What follows belongs to an exercise in optimizing a design on an open flow for small area; a production flow would make more cautious choices.
In this exercise RTL edits were held to simulation tests only and were not proved equivalent to the original.
No activity file was given, so power comes from the tool's default toggle rates.

==> run E: inputs <==
==> flow/design.v (excerpt) <==
module rf_top (
    input  logic         CLK,
    input  logic         RST,
    input  logic [1:0]   wen,
    input  logic [9:0]   wsel,
    input  logic [63:0]  wdat,
    input  logic [9:0]   rsel,
    output logic [63:0]  rdat,
    output logic [1:0]   rbusy,
    input  logic         rsv_en,
    input  logic [4:0]   rsv_sel,
    output logic [5:0]   busy_cnt
);
Settings: LEC_CHECK=0, CAP_MARGIN=20, CORE_MARGIN=2, CORE_UTILIZATION=35, PLACE_DENSITY=0.5, SLEW_MARGIN=20, SYNTH_HIERARCHICAL=1; clock period 6.5 ns.
run.sh (not shown) runs the stock make flow with config.mk's settings and CLKGATE_MAP_FILE= SYNTH_SCRIPT=/design/flow/synth_recipe.tcl, a recipe that flattens the netlist after the stock synthesis.
==> run Z (differences from run E) <==
==> flow/flow/run.sh (new file) <==
#!/bin/bash
# The standard layout, with two changes: the port buffers are plain buf_2
# cells instead of the delay cells buffer_ports picks by default, and clock
# tree synthesis adds no dummy loads. Everything else is standard.sh.
set -euo pipefail
export BUFFER_PORTS_ARGS="-buffer_cell sky130_fd_sc_hd__buf_2"
export CTS_ARGS="-sink_clustering_enable -repair_clock_nets -dont_use_dummy_load"
bash standard.sh > standard.log 2>&1
==> flow/standard.sh (new file) <==
#!/bin/bash
# synth_recipe.tcl (not shown) runs the flow's synth.tcl, then flattens the netlist and writes it again
# the make line also repeats each setting of config.mk as NAME=value (left out here)
make -C /OpenROAD-flow-scripts/flow DESIGN_CONFIG=/design/flow/config.mk WORK_HOME=/design/flow/orfs CLKGATE_MAP_FILE= SYNTH_SCRIPT=/design/flow/synth_recipe.tcl "${@:-finish}"
removed: flow/run.sh
==> run D (differences from run E) <==
==> flow/flow/run.sh (new file) <==
#!/bin/bash
# The standard layout, with three changes: the port buffers are plain buf_2
# cells instead of the delay cells buffer_ports picks by default, clock tree
# synthesis adds no dummy loads, and its sink clusters may be somewhat larger
# (up to 20 flip-flops within 100 um). Everything else is standard.sh.
set -euo pipefail
export BUFFER_PORTS_ARGS="-buffer_cell sky130_fd_sc_hd__buf_2"
export CTS_ARGS="-sink_clustering_enable -repair_clock_nets -dont_use_dummy_load -sink_clustering_size 20 -sink_clustering_max_diameter 100"
bash standard.sh > standard.log 2>&1
==> flow/standard.sh (new file) <==
#!/bin/bash
# synth_recipe.tcl (not shown) runs the flow's synth.tcl, then flattens the netlist and writes it again
# the make line also repeats each setting of config.mk as NAME=value (left out here)
make -C /OpenROAD-flow-scripts/flow DESIGN_CONFIG=/design/flow/config.mk WORK_HOME=/design/flow/orfs CLKGATE_MAP_FILE= SYNTH_SCRIPT=/design/flow/synth_recipe.tcl "${@:-finish}"
Settings changed: CAP_MARGIN 20 to 5, SLEW_MARGIN 20 to 5.
removed: flow/run.sh
==> run H (differences from run E) <==
==> flow/flow/run.sh (new file) <==
#!/bin/bash
# The standard layout, with three changes: the port buffers are plain buf_2
# cells instead of the delay cells buffer_ports picks by default, clock tree
# synthesis adds no dummy loads, and its sink clusters may be somewhat larger
# (up to 20 flip-flops within 100 um). Everything else is standard.sh.
set -euo pipefail
export BUFFER_PORTS_ARGS="-buffer_cell sky130_fd_sc_hd__buf_2"
export CTS_ARGS="-sink_clustering_enable -repair_clock_nets -dont_use_dummy_load -sink_clustering_size 20 -sink_clustering_max_diameter 100"
bash standard.sh > standard.log 2>&1
==> flow/standard.sh (new file) <==
#!/bin/bash
# synth_recipe.tcl (not shown) runs the flow's synth.tcl, then flattens the netlist and writes it again
# the make line also repeats each setting of config.mk as NAME=value (left out here)
make -C /OpenROAD-flow-scripts/flow DESIGN_CONFIG=/design/flow/config.mk WORK_HOME=/design/flow/orfs CLKGATE_MAP_FILE= SYNTH_SCRIPT=/design/flow/synth_recipe.tcl "${@:-finish}"
Settings changed: CAP_MARGIN 20 to 5, CORE_UTILIZATION 35 to 42, PLACE_DENSITY 0.5 to 0.55, SLEW_MARGIN 20 to 5.
removed: flow/run.sh
==> qor summary <==
                                                                    run H        run D        run E        run Z
Run status                               no timing/DRC/antenna violations  no timing/DRC/antenna violations  no timing/DRC/antenna violations  no timing/DRC/antenna violations
Via-per-instance ratio                                              7.689        7.442        7.365        7.414
Slack of the worst reg-to-reg path                                2.44 ns      2.44 ns      2.44 ns      2.51 ns
Power dissipated in sequential cells                              6470 uW      6470 uW      6480 uW      6480 uW
Number of cell rows                                                   125          138          138          138
Diode count                                                            41            6            7            8
CP endpoint                                                      rdat[15]     rdat[36]     rdat[61]     rdat[21]
Global placer's final weighted congestion                          0.9761       0.9397       0.9403       0.9397
Wire length of the first global-routing pass                    392400 um    397300 um    409900 um    398500 um
Largest stage delay on the critical path                          0.76 ns      0.73 ns      0.74 ns      0.62 ns
Maximum number of pins on one net before global-route repair           35           34           34           34
Met1 usage in global routing                                       57.06%       51.24%       52.30%       50.71%
Worst IR drop on VDD                                          0.0002155 V  0.0001842 V  0.0002437 V  0.0002161 V

## port drivers added, routing unchanged
Ports are ideal in the flow. The routed layouts listed here were re-timed in OpenROAD.
Step 1: set_driving_cell puts a clkbuf_16 on CLK and a buf_2 on each other input, an assumption about the parent block.
Step 2 moves the port delays by t, midway between the first and last clock arrival at a register: inputs arrive t later, outputs are due t later. That takes back most of the time a late clock gives input paths.
Slacks: ideal / step 1 / step 2; pairs: ideal / step 1.
| run | t, ns | setup slack, ns | worst setup path at the end | worst data-port slew with drivers (ns) | pins driven straight from the clock port |
|---|---|---|---|---|---|
| run E | 0.830 | 0.212 / 0.168 / -0.158 | input to register | 0.15 | 1 |
| run Z | 0.799 | 0.605 / 0.582 / 0.277 | input to register | 0.17 | 1 |
| run D | 0.781 | 0.599 / 0.581 / 0.242 | input to register | 0.19 | 1 |
| run H | 0.780 | 0.537 / 0.441 / 0.317 | input to register | 0.19 | 1 |
Met with ideal ports but missed after step 2: setup timing in run E. The setup slack of run E, which loses most, moves by -0.044 ns with the drivers and by -0.370 ns with both steps.
